What follows belongs to an exercise in optimizing a design on an open flow for small area; a production flow would make more cautious choices.
In this exercise RTL edits were held to simulation tests only and were not proved equivalent to the original.
Power is estimated from default activity; no workload was simulated.

==> flow/design.v <==
package tracker_pkg;
   typedef logic [9-1:0] hcount_t;
   typedef logic [8-1:0] vcount_t;
   typedef struct packed {
      logic [4:0] red;
      logic [5:0] green;
      logic [4:0] blue;
   } rgb565_t;
   typedef struct packed {
      logic [7:0] first;
      logic [7:0] second;
   } pixel_bytes_t;
   typedef union packed {
      rgb565_t      rgb;
      pixel_bytes_t bus;
   } camera_pixel_u;
endpackage
module camera_pixel_capture (
   input  logic                      clk_camera,
   input  logic                      sys_rst_camera,
   input  logic [7:0]                camera_d_i,
   input  logic                      cam_pclk_i,
   input  logic                      cam_hsync_i,
   input  logic                      cam_vsync_i,
   output logic                      pix_valid_o,
   output tracker_pkg::camera_pixel_u pixel_o,
   output tracker_pkg::hcount_t      hcount_o,
   output tracker_pkg::vcount_t      vcount_o
);
   logic [7:0] d_sync [1:0];
   logic [1:0] pclk_sync;
   logic [1:0] href_sync;
   logic [1:0] vsync_sync;
   logic       pclk_prev;
   logic       href_prev;
   logic       pclk_rise;
   logic       href_fall;
   logic       phase;
   logic [7:0] high_byte;
   tracker_pkg::hcount_t col_cnt;
   tracker_pkg::vcount_t row_cnt;
   always_ff @(posedge clk_camera) begin
      d_sync[1]  <= d_sync[0];
      d_sync[0]  <= camera_d_i;
      pclk_sync  <= {pclk_sync[0], cam_pclk_i};
      href_sync  <= {href_sync[0], cam_hsync_i};
      vsync_sync <= {vsync_sync[0], cam_vsync_i};
   end
   assign pclk_rise = pclk_sync[1] && !pclk_prev;
   assign href_fall = !href_sync[1] && href_prev;
   always_ff @(posedge clk_camera) begin
      if (sys_rst_camera) begin
         pclk_prev   <= 1'b0;
         href_prev   <= 1'b0;
         phase       <= 1'b0;
         col_cnt     <= '0;
         row_cnt     <= '0;
         pix_valid_o <= 1'b0;
         hcount_o    <= '0;
         vcount_o    <= '0;
      end else begin
         pclk_prev   <= pclk_sync[1];
         href_prev   <= href_sync[1];
         pix_valid_o <= 1'b0;
         if (vsync_sync[1]) begin
            phase   <= 1'b0;
            col_cnt <= '0;
            row_cnt <= '0;
         end else if (href_fall) begin
            phase   <= 1'b0;
            col_cnt <= '0;
            row_cnt <= row_cnt + 1'b1;
         end else if (pclk_rise && href_sync[1]) begin
            phase <= !phase;
            if (phase) begin
               pix_valid_o <= 1'b1;
               hcount_o    <= col_cnt;
               vcount_o    <= row_cnt;
               col_cnt     <= col_cnt + 1'b1;
            end
         end
      end
   end
   always_ff @(posedge clk_camera) begin
      if (pclk_rise && href_sync[1]) begin
         if (!phase) begin
            high_byte <= d_sync[1];
         end else begin
            pixel_o.bus.first  <= high_byte;
            pixel_o.bus.second <= d_sync[1];
         end
      end
   end
endmodule
module chroma_threshold (
   input  logic                       clk_camera,
   input  logic                       sys_rst_camera,
   input  logic                       pix_valid_i,
   input  tracker_pkg::camera_pixel_u pixel_i,
   input  tracker_pkg::hcount_t       hcount_i,
   input  tracker_pkg::vcount_t       vcount_i,
   output logic                       mask_valid_o,
   output logic                       mask_o,
   output tracker_pkg::hcount_t       hcount_o,
   output tracker_pkg::vcount_t       vcount_o
);
   logic [7:0]        red8;
   logic [7:0]        green8;
   logic [7:0]        blue8;
   logic signed [17:0] cr_sum;
   logic signed [17:0] cr_offset;
   logic [7:0]        cr_clamped;
   logic              valid_s1;
   logic [7:0]        cr_s1;
   tracker_pkg::hcount_t hcount_s1;
   tracker_pkg::vcount_t vcount_s1;
   assign red8   = {pixel_i.rgb.red, 3'b000};
   assign green8 = {pixel_i.rgb.green, 2'b00};
   assign blue8  = {pixel_i.rgb.blue, 3'b000};
   always_comb begin
      cr_sum = 18'sd112 * $signed({10'd0, red8})
             - 18'sd94 * $signed({10'd0, green8})
             - 18'sd18 * $signed({10'd0, blue8});
      cr_offset = (cr_sum >>> 8) + 18'sd128;
      if (cr_offset < 0) begin
         cr_clamped = 8'd0;
      end else if (cr_offset > 18'sd255) begin
         cr_clamped = 8'd255;
      end else begin
         cr_clamped = cr_offset[7:0];
      end
   end
   always_ff @(posedge clk_camera) begin
      if (sys_rst_camera) begin
         valid_s1     <= 1'b0;
         mask_valid_o <= 1'b0;
      end else begin
         valid_s1     <= pix_valid_i;
         mask_valid_o <= valid_s1;
      end
   end
   always_ff @(posedge clk_camera) begin
      cr_s1     <= cr_clamped;
      hcount_s1 <= hcount_i;
      vcount_s1 <= vcount_i;
      mask_o    <= (cr_s1 >= 8'd160) && (cr_s1 <= 8'd240);
      hcount_o  <= hcount_s1;
      vcount_o  <= vcount_s1;
   end
endmodule
module centroid_accumulator #(
   parameter int FRAME_WIDTH  = 320,
   parameter int FRAME_HEIGHT = 180
) (
   input  logic                 clk_camera,
   input  logic                 sys_rst_camera,
   input  logic                 mask_valid_i,
   input  logic                 mask_i,
   input  tracker_pkg::hcount_t hcount_i,
   input  tracker_pkg::vcount_t vcount_i,
   output tracker_pkg::hcount_t centroid_x_o,
   output tracker_pkg::vcount_t centroid_y_o,
   output logic                 centroid_valid_o
);
   localparam int HW     = 9;
   localparam int VW     = 8;
   localparam int CNT_W  = $clog2(FRAME_WIDTH * FRAME_HEIGHT + 1);
   localparam int SX_W   = CNT_W + HW;
   localparam int SY_W   = CNT_W + VW;
   localparam int STEP_W = $clog2(SX_W + 1);
   function automatic logic [CNT_W:0] div_step(input logic [CNT_W-1:0] rem,
                                                input logic din,
                                                input logic [CNT_W-1:0] dsr);
      logic [CNT_W:0] trial;
      logic [CNT_W:0] diff;
      trial = {rem, din};
      diff  = trial - {1'b0, dsr};
      if (trial >= {1'b0, dsr}) begin
         div_step = {diff[CNT_W-1:0], 1'b1};
      end else begin
         div_step = {trial[CNT_W-1:0], 1'b0};
      end
   endfunction
   logic [SX_W-1:0]   sum_x;
   logic [SY_W-1:0]   sum_y;
   logic [CNT_W-1:0]  count;
   logic [SX_W-1:0]   tot_x;
   logic [SY_W-1:0]   tot_y;
   logic [CNT_W-1:0]  tot_n;
   logic              hit;
   logic              last_pix;
   logic              start;
   logic              busy;
   logic              div_run;
   logic [STEP_W-1:0] step;
   logic [SX_W-1:0]   dvd_x;
   logic [SX_W-1:0]   dvd_y;
   logic [CNT_W-1:0]  divisor;
   logic [CNT_W-1:0]  rem_x;
   logic [CNT_W-1:0]  rem_y;
   logic [CNT_W:0]    nxt_x;
   logic [CNT_W:0]    nxt_y;
   always_comb begin
      hit      = mask_valid_i && mask_i;
      last_pix = mask_valid_i && (hcount_i == HW'(FRAME_WIDTH - 1))
                 && (vcount_i == VW'(FRAME_HEIGHT - 1));
      tot_x    = sum_x + (hit ? SX_W'(hcount_i) : '0);
      tot_y    = sum_y + (hit ? SY_W'(vcount_i) : '0);
      tot_n    = count + CNT_W'(hit);
      start    = last_pix && (tot_n != '0);
      div_run  = busy && (step != STEP_W'(SX_W));
      nxt_x    = div_step(rem_x, dvd_x[SX_W-1], divisor);
      nxt_y    = div_step(rem_y, dvd_y[SX_W-1], divisor);
   end
   always_ff @(posedge clk_camera) begin
      if (sys_rst_camera) begin
         sum_x            <= '0;
         sum_y            <= '0;
         count            <= '0;
         busy             <= 1'b0;
         step             <= '0;
         centroid_x_o     <= '0;
         centroid_y_o     <= '0;
         centroid_valid_o <= 1'b0;
      end else begin
         centroid_valid_o <= 1'b0;
         if (last_pix) begin
            sum_x <= '0;
            sum_y <= '0;
            count <= '0;
         end else if (hit) begin
            sum_x <= tot_x;
            sum_y <= tot_y;
            count <= tot_n;
         end
         if (start) begin
            busy <= 1'b1;
            step <= '0;
         end else if (div_run) begin
            step <= step + 1'b1;
         end else if (busy) begin
            busy             <= 1'b0;
            centroid_x_o     <= dvd_x[HW-1:0];
            centroid_y_o     <= dvd_y[VW-1:0];
            centroid_valid_o <= 1'b1;
         end
      end
   end
   always_ff @(posedge clk_camera) begin
      if (start) begin
         dvd_x   <= tot_x;
         dvd_y   <= SX_W'(tot_y);
         divisor <= tot_n;
         rem_x   <= '0;
         rem_y   <= '0;
      end else if (div_run) begin
         dvd_x <= {dvd_x[SX_W-2:0], nxt_x[0]};
         dvd_y <= {dvd_y[SX_W-2:0], nxt_y[0]};
         rem_x <= nxt_x[CNT_W:1];
         rem_y <= nxt_y[CNT_W:1];
      end
   end
endmodule
module telemetry_timer #(
   parameter int BAUD_DIV      = 868,
   parameter int REPORT_PERIOD = 57600
) (
   input  logic clk_camera,
   input  logic sys_rst_camera,
   output logic report_tick_o,
   output logic baud_tick_o
);
   localparam int SLOT = REPORT_PERIOD / (57600 / 14400);
   localparam int BW   = $clog2(BAUD_DIV);
   localparam int RW   = $clog2(REPORT_PERIOD);
   logic [BW-1:0] baud_cnt;
   logic [RW-1:0] rep_cnt;
   always_ff @(posedge clk_camera) begin
      if (sys_rst_camera) begin
         baud_cnt      <= '0;
         rep_cnt       <= '0;
         report_tick_o <= 1'b0;
         baud_tick_o   <= 1'b0;
      end else begin
         baud_cnt      <= (baud_cnt == BW'(BAUD_DIV - 1)) ? '0 : baud_cnt + 1'b1;
         rep_cnt       <= (rep_cnt == RW'(REPORT_PERIOD - 1)) ? '0 : rep_cnt + 1'b1;
         baud_tick_o   <= (baud_cnt == BW'(BAUD_DIV - 1));
         report_tick_o <= (rep_cnt == RW'(SLOT));
      end
   end
endmodule
module telemetry_fsm (
   input  logic                 clk_camera,
   input  logic                 sys_rst_camera,
   input  logic                 report_tick_i,
   input  tracker_pkg::hcount_t centroid_x_i,
   input  tracker_pkg::vcount_t centroid_y_i,
   input  logic                 tx_busy_i,
   output logic [7:0]           tx_byte_o,
   output logic                 tx_start_o
);
   typedef enum logic [1:0] {S_IDLE, S_SEND, S_WAIT} state_t;
   state_t     state;
   logic [1:0] idx;
   tracker_pkg::hcount_t x_q;
   tracker_pkg::vcount_t y_q;
   logic [7:0] next_byte;
   always_comb begin
      case (idx)
         2'd0:    next_byte = 8'(x_q >> 8);
         2'd1:    next_byte = x_q[7:0];
         default: next_byte = 8'(y_q);
      endcase
   end
   always_ff @(posedge clk_camera) begin
      if (sys_rst_camera) begin
         state      <= S_IDLE;
         idx        <= '0;
         tx_start_o <= 1'b0;
      end else begin
         tx_start_o <= 1'b0;
         case (state)
            S_IDLE: begin
               if (report_tick_i) begin
                  idx   <= '0;
                  state <= S_SEND;
               end
            end
            S_SEND: begin
               if (!tx_busy_i) begin
                  tx_start_o <= 1'b1;
                  state      <= S_WAIT;
               end
            end
            default: begin
               if (!tx_start_o && !tx_busy_i) begin
                  idx   <= idx + 1'b1;
                  state <= (idx == 2'd2) ? S_IDLE : S_SEND;
               end
            end
         endcase
      end
   end
   always_ff @(posedge clk_camera) begin
      if (state == S_IDLE && report_tick_i) begin
         x_q <= centroid_x_i;
         y_q <= centroid_y_i;
      end
      if (state == S_SEND && !tx_busy_i) begin
         tx_byte_o <= next_byte;
      end
   end
endmodule
module uart_tx (
   input  logic       clk_camera,
   input  logic       sys_rst_camera,
   input  logic       baud_tick_i,
   input  logic [7:0] tx_byte_i,
   input  logic       tx_start_i,
   output logic       tx_busy_o,
   output logic       uart_txd_o
);
   logic [9:0] frame_q;
   logic [3:0] bit_cnt;
   always_ff @(posedge clk_camera) begin
      if (sys_rst_camera) begin
         tx_busy_o  <= 1'b0;
         bit_cnt    <= '0;
         uart_txd_o <= 1'b1;
      end else if (!tx_busy_o) begin
         if (tx_start_i) begin
            tx_busy_o <= 1'b1;
            bit_cnt   <= '0;
         end
      end else if (baud_tick_i) begin
         if (bit_cnt == 4'd10) begin
            tx_busy_o  <= 1'b0;
            uart_txd_o <= 1'b1;
         end else begin
            uart_txd_o <= frame_q[0];
            bit_cnt    <= bit_cnt + 1'b1;
         end
      end
   end
   always_ff @(posedge clk_camera) begin
      if (!tx_busy_o && tx_start_i) begin
         frame_q <= {1'b1, tx_byte_i, 1'b0};
      end else if (tx_busy_o && baud_tick_i) begin
         frame_q <= {1'b1, frame_q[9:1]};
      end
   end
endmodule
module color_tracker_top #(
   parameter int FRAME_WIDTH   = 320,
   parameter int FRAME_HEIGHT  = 180,
   parameter int BAUD_DIV      = 868,
   parameter int REPORT_PERIOD = 57600
) (
   input  logic                 clk_camera,
   input  logic                 sys_rst_camera,
   input  logic [7:0]           camera_d_i,
   input  logic                 cam_pclk_i,
   input  logic                 cam_hsync_i,
   input  logic                 cam_vsync_i,
   output tracker_pkg::hcount_t centroid_x_o,
   output tracker_pkg::vcount_t centroid_y_o,
   output logic                 centroid_valid_o,
   output logic                 uart_txd_o
);
   logic                       pix_valid;
   tracker_pkg::camera_pixel_u pixel;
   tracker_pkg::hcount_t       cap_hcount;
   tracker_pkg::vcount_t       cap_vcount;
   logic                       mask_valid;
   logic                       mask;
   tracker_pkg::hcount_t       mask_hcount;
   tracker_pkg::vcount_t       mask_vcount;
   logic                       report_tick;
   logic                       baud_tick;
   logic [7:0]                 tx_byte;
   logic                       tx_start;
   logic                       tx_busy;
   camera_pixel_capture capture_i (
      .clk_camera, .sys_rst_camera, .camera_d_i, .cam_pclk_i, .cam_hsync_i, .cam_vsync_i,
      .pix_valid_o(pix_valid), .pixel_o(pixel), .hcount_o(cap_hcount), .vcount_o(cap_vcount)
   );
   chroma_threshold threshold_i (
      .clk_camera, .sys_rst_camera, .pix_valid_i(pix_valid), .pixel_i(pixel),
      .hcount_i(cap_hcount), .vcount_i(cap_vcount), .mask_valid_o(mask_valid),
      .mask_o(mask), .hcount_o(mask_hcount), .vcount_o(mask_vcount)
   );
   centroid_accumulator #(.FRAME_WIDTH(FRAME_WIDTH), .FRAME_HEIGHT(FRAME_HEIGHT)) centroid_i (
      .clk_camera, .sys_rst_camera, .mask_valid_i(mask_valid), .mask_i(mask),
      .hcount_i(mask_hcount), .vcount_i(mask_vcount), .centroid_x_o, .centroid_y_o,
      .centroid_valid_o
   );
   telemetry_timer #(.BAUD_DIV(BAUD_DIV), .REPORT_PERIOD(REPORT_PERIOD)) timer_i (
      .clk_camera, .sys_rst_camera, .report_tick_o(report_tick), .baud_tick_o(baud_tick)
   );
   telemetry_fsm fsm_i (
      .clk_camera, .sys_rst_camera, .report_tick_i(report_tick),
      .centroid_x_i(centroid_x_o), .centroid_y_i(centroid_y_o), .tx_busy_i(tx_busy),
      .tx_byte_o(tx_byte), .tx_start_o(tx_start)
   );
   uart_tx uart_i (
      .clk_camera, .sys_rst_camera, .baud_tick_i(baud_tick), .tx_byte_i(tx_byte),
      .tx_start_i(tx_start), .tx_busy_o(tx_busy), .uart_txd_o
   );
endmodule
==> flow/run.sh <==
#!/bin/bash
# synth_recipe.tcl (not shown) runs the flow's synth.tcl, then flattens the netlist and writes it again
# the make line also repeats each setting of config.mk as NAME=value (left out here)
make -C /OpenROAD-flow-scripts/flow DESIGN_CONFIG=/design/flow/config.mk WORK_HOME=/design/flow/orfs CLKGATE_MAP_FILE= SYNTH_SCRIPT=/design/flow/synth_recipe.tcl finish
==> flow/config.mk <==
export PLATFORM = sky130hd
export DESIGN_NAME = color_tracker_top
export DESIGN_NICKNAME = color_tracker_top
export VERILOG_FILES = /design/flow/design.v
export SDC_FILE = /design/flow/constraint.sdc
export NUM_CORES = 4
export LEC_CHECK = 0
export CAP_MARGIN = 20
export CORE_MARGIN = 2
export CORE_UTILIZATION = 40
export PLACE_DENSITY = 0.6
export SLEW_MARGIN = 20
==> flow/constraint.sdc <==
create_clock -name core_clock -period 6.0 [get_ports {clk_camera}]
set_input_delay 1.2000 -clock core_clock [delete_from_list [all_inputs] [get_ports {clk_camera}]]
set_output_delay 1.2000 -clock core_clock [all_outputs]
set_load 0.01 [all_outputs]
==> metrics.md <==
| Metric | Value |
|---|---|
| Synth Area in Adders | `10.5%` |
| Clk latency of the worst-skew pair | `a little under 0.6 ns` |
| Syn-to-layout area delta | `12.4%` |
| Yosys cell types | `between 60 and 70` |
| Simple-gate area share of the yosys netlist | `~16%` |
| Slew @ Worst Pin | `between 1 and 1.5 ns` |
| Die height | `222 um` |
| Die ar. | `between 0.04 and 0.05 mm^2` |
| Min-Delay Endpoint | `capture_i.d_sync[1][1]$_DFF_P_` |
| Fraction of the mapped netlist area in compound gates | `12.5%` |
| First-pass GRT wire length | `roughly 63000 um` |
| RR Startpoint | `capture_i.pixel_o[9]$_DFFE_PP_` |
| Antenna-violating nets left | `0` |
| Drt total wl | `~37000 um` |
| Total grt overflow | `0` |
| Largest family of logic cells by synthesized area | `simple AND/OR/NAND/NOR gates` |
| Maximum clock frequency | `approximately 0.18 GHz` |
| Crit path time final | `between 5 and 6 ns` |
| Via Count | `13600` |
| Placed instance area | `a little under 0.02 mm^2` |
| # port buffers | `31` |
| Vias per inst | `around 5.1` |
| Outcome | `timing/DRC/antenna clean` |
| Critical Path RT | `approximately 6.4 ns` |
| Dpl hpwl | `between 20000 and 30000 um` |
| Core footprint | `~0.047 mm^2` |
| Setup TNS | `0 ns` |
| CTS Sinks | `389` |
| Max clock buf depth | `3` |
| Sequential-to-total area share from yosys stat | `between 40% and 50%` |
| Slew Limit Fails | `0` |
| FF+latch count, synth | `389` |
| R2r worst-path depth | `21` |
| DRC violation count after routing | `0` |
| Final Skew | `about 0.037 ns` |
| H-tree levels | `2` |
| Async set-reset flop share out of synthesis | `0%` |
| Most common cell after layout, fill and taps aside | `dfxtp_1` |
| Layout cells sized above 1 | `under 10%` |
| Largest net degree at the start of global routing | `88` |
| HP Start | `capture_i.d_sync[0][1]$_DFF_P_` |
| Min-Delay Path Class | `reg2reg` |
| Worst rel slew slack | `32.5%` |
| Register clock-pin slew on the reported worst setup and hold paths | `approximately 0.07 ns` |
| Post-synthesis xor/xnor area fraction | `7.75%` |
| Number of primary I/O pins | `32` |
| Final Net Count | `between 2000 and 2500` |
| Final Hold Fails | `0` |
| CP max FO | `7` |
| Peak supply drop | `approximately 190 uV` |
| Row count | `between 70 and 80` |
| DIE WIDTH | `between 200 and 250 um` |
| Synthesis Warnings | `7` |
| Commonest non-fill, non-tap cells in the layout | `267 x dfxtp_1, 216 x nand2_1, 190 x nor2_1` |
| Critical path type | `reg2reg` |
| P_leak | `0.00821 uW` |
| Cell area after synthesis | `approximately 0.019 mm^2` |
| Tcrit/Tclk final | `roughly 95%` |
| Area of the multi-input gates | `around 0.0092 mm^2` |
| Routability congestion estimate from global placement | `0.837` |
| Top FF cell, synth | `dfxtp_1` |
| Final Cell Area | `about 0.021 mm^2` |
| Antenna Cells | `0` |
| Post-CTS setup buffer count | `0` |
| Hold slack | `about 0.32 ns` |
| Crit. End Element | `flop` |
| Vias in the first global route | `between 10000 and 15000` |
| Antenna violations before repair | `0` |
| CTS buffer count | `43` |
| Worst reg-to-reg setup slack | `just over 0.3 ns` |
| Fillcell total | `around 4400` |
| EDFF count, synth | `~120` |
| CP startpoint kind | `flop` |
| Mux contribution to synthesized area | `under 10%` |
| CP arrival | `6.13 ns` |
| Post-synthesis instance total | `around 2000` |
| Hold Path Depth | `0` |
| Initial core utilization | `40.7%` |
| Worst R2R End | `threshold_i.cr_s1[1]$_SDFF_PN0_` |
| Mapped Nets | `roughly 2200` |
| Average instance area after synthesis | `around 9.5 um^2` |
| Clk root buf | `clkbuf_16` |
| All-Layer GR Usage | `around 15%` |
| P per Cell Area | `280 mW/mm^2` |
| Storage cell area | `around 0.009 mm^2` |
| CTS tree | `built` |
| Final setup fails | `0` |
| Max Cap Viol | `0` |
| Iter 0 DRT Violations | `about 680` |
| Drt pass-1 iters | `5` |
| Drt wl/cell | `approximately 14 um` |
[timing repair]
item                                    in CTS  in global routing
endpoints found under the setup margin       0                  7
hold buffers                                 0                  0
gates resized for setup                      0                  7
[layout make-up]
cell class / count / share of cell area [%]
Clock inverter: 21 / 1.10
Multi-Input combinational cell: 1401 / 43.3
Sequential cell: 389 / 42.2
Timing Repair Buffer: 45 / 1.92
Tap cell: 607 / 3.56
Inverter: 125 / 2.20
Clock buffer: 58 / 5.69
[cells by family after synthesis]
family	Yosys count
fa+ha+maj	143
simple gates	669
compound gates	400
mux	21
flops	389
xor+xnor	168
buf+inv	207
[flip-flops by register name (all words and copies together) (netlist names), 10 cells and up]
name / cells
capture_i.d_sync: 16
capture_i.pixel_o: 16
centroid_i.count: 16
centroid_i.divisor: 16
centroid_i.dvd_x: 25
centroid_i.dvd_y: 25
centroid_i.rem_x: 16
centroid_i.rem_y: 16
centroid_i.sum_x: 25
centroid_i.sum_y: 24
timer_i.baud_cnt: 10
timer_i.rep_cnt: 16
[synth_stat cells (all sizes together) (3+ instances only)]
master / count / area [um^2]
o31ai: 3 / 22.5
a211oi: 13 / 97.6
fa: 26 / 521
or3: 17 / 106
ha: 117 / 1460
nor4: 18 / 128
and4: 4 / 35.0
nor2b: 23 / 144
a22o: 14 / 123
a211o: 3 / 26.3
mux2i: 13 / 130
xor2: 70 / 613
xnor2: 98 / 858
nand3b: 3 / 22.5
a21o: 18 / 135
clkbuf: 59 / 223
o31a: 6 / 52.6
nor3: 41 / 205
o211ai: 3 / 22.5
buf: 23 / 109
o21a: 16 / 120
a31oi: 11 / 68.8
nand3: 45 / 225
nand2: 217 / 815
dfxtp: 267 / 5350
mux2: 8 / 90.1
o21ai: 118 / 602
and3: 27 / 169
and2: 7 / 43.8
a41oi: 3 / 26.3
a21oi: 158 / 791
nand4b: 3 / 26.3
edfxtp: 122 / 3660
a21boi: 4 / 30.0
nand4: 37 / 246
or2: 13 / 81.3
inv: 124 / 465
nor3b: 4 / 30.0
o21bai: 8 / 60.1
or4: 5 / 37.5
nor2: 191 / 717
nand2b: 11 / 68.8
[worst max-delay path, stage by stage, from the launching register on]
cell,delay (ns)
edfxtp_1,0.47
fa_1,0.55
fa_1,0.54
fa_1,0.55
inv_1,0.04
ha_1,0.32
nor2b_1,0.14
o21ai_0,0.21
nand2_1,0.10
nor2_1,0.12
nor2_1,0.07
fa_1,0.53
inv_1,0.04
ha_1,0.34
a211oi_2,0.28
inv_1,0.11
o311ai_2,0.28
nor3b_1,0.33
o21bai_1,0.12
a32oi_1,0.18
buf_4,0.18
a21oi_1,0.05
[per-layer routing]
metal / up-vias / track usage (%) / part of all wire [%]
met5: - / 0 / 0
met3: 69 / 2.86 / 3.8
met1: 6341 / 19.8 / 47
li1: 6942 / - / -
met4: 0 / 5.08 / 2.8
met2: 204 / 25.6 / 46
[worst max path at each step]
stage | startpoint | end | slack [ns] | cells past startpoint
CTS | capture_i.pixel_o[9]$_DFFE_PP_ | threshold_i.cr_s1[1]$_SDFF_PN0_ | 0.13 | 21
floorplan | capture_i.pixel_o[8]$_DFFE_PP_ | threshold_i.cr_s1[6]$_SDFF_PN0_ | 0.42 | 21
detailed placement | capture_i.pixel_o[9]$_DFFE_PP_ | threshold_i.cr_s1[1]$_SDFF_PN0_ | 0.21 | 21
finish | capture_i.pixel_o[9]$_DFFE_PP_ | threshold_i.cr_s1[1]$_SDFF_PN0_ | 0.31 | 21
global route | capture_i.pixel_o[9]$_DFFE_PP_ | threshold_i.cr_s1[6]$_SDFF_PN0_ | -0.002 | 21
global placement | capture_i.pixel_o[9]$_DFFE_PP_ | threshold_i.cr_s1[6]$_SDFF_PN0_ | 0.27 | 21
[metrics by stage]
step	power (uW)	std cells	setup slack (ns)	util, %
after floorplan	3240	1997	0.416	-
after global placement	3340	2567	0.271	42.5
after detailed placement	3350	2567	0.210	42.6
after CTS	6050	2646	0.130	45.7
after global routing	6230	2646	-0.00158	45.7
final	5970	2646	0.306	45.7
[where the power goes]
group	switching [uW]	total (uW)	internal, uW	leakage [uW]
Clock	1100	2670	1570	0.000706
Combinational	275	489	214	0.00423
Sequential	45.8	2810	2770	0.00328
Total	1420	5970	4550	0.00821

## port drivers added, routing unchanged
How much do the figures lean on ideal ports? The routed layout below was timed once more, with nothing changed but the port constraints.
Step 1 assumes that a clkbuf_16 drives the clock port and a buf_2 every other input.
Step 2 times the ports against the registers' clock, not the clock port: input delays grow and output delays shrink by t, the midpoint of the rising clock arrivals with the driver on.
Three values: ideal ports, drivers, drivers and shift; two values: the first two.
t, ns: 0.619
setup slack, ns: 0.306 / 0.306 / 0.306
worst setup path at the end: register to register
latest minus earliest clock arrival (ns): 0.037 / 0.037
cell pins on the clock port's net: 1
After both steps setup and hold are still met in this run. For this run, drivers alone change the setup slack by 0.000 ns; drivers and shift together by 0.000 ns.
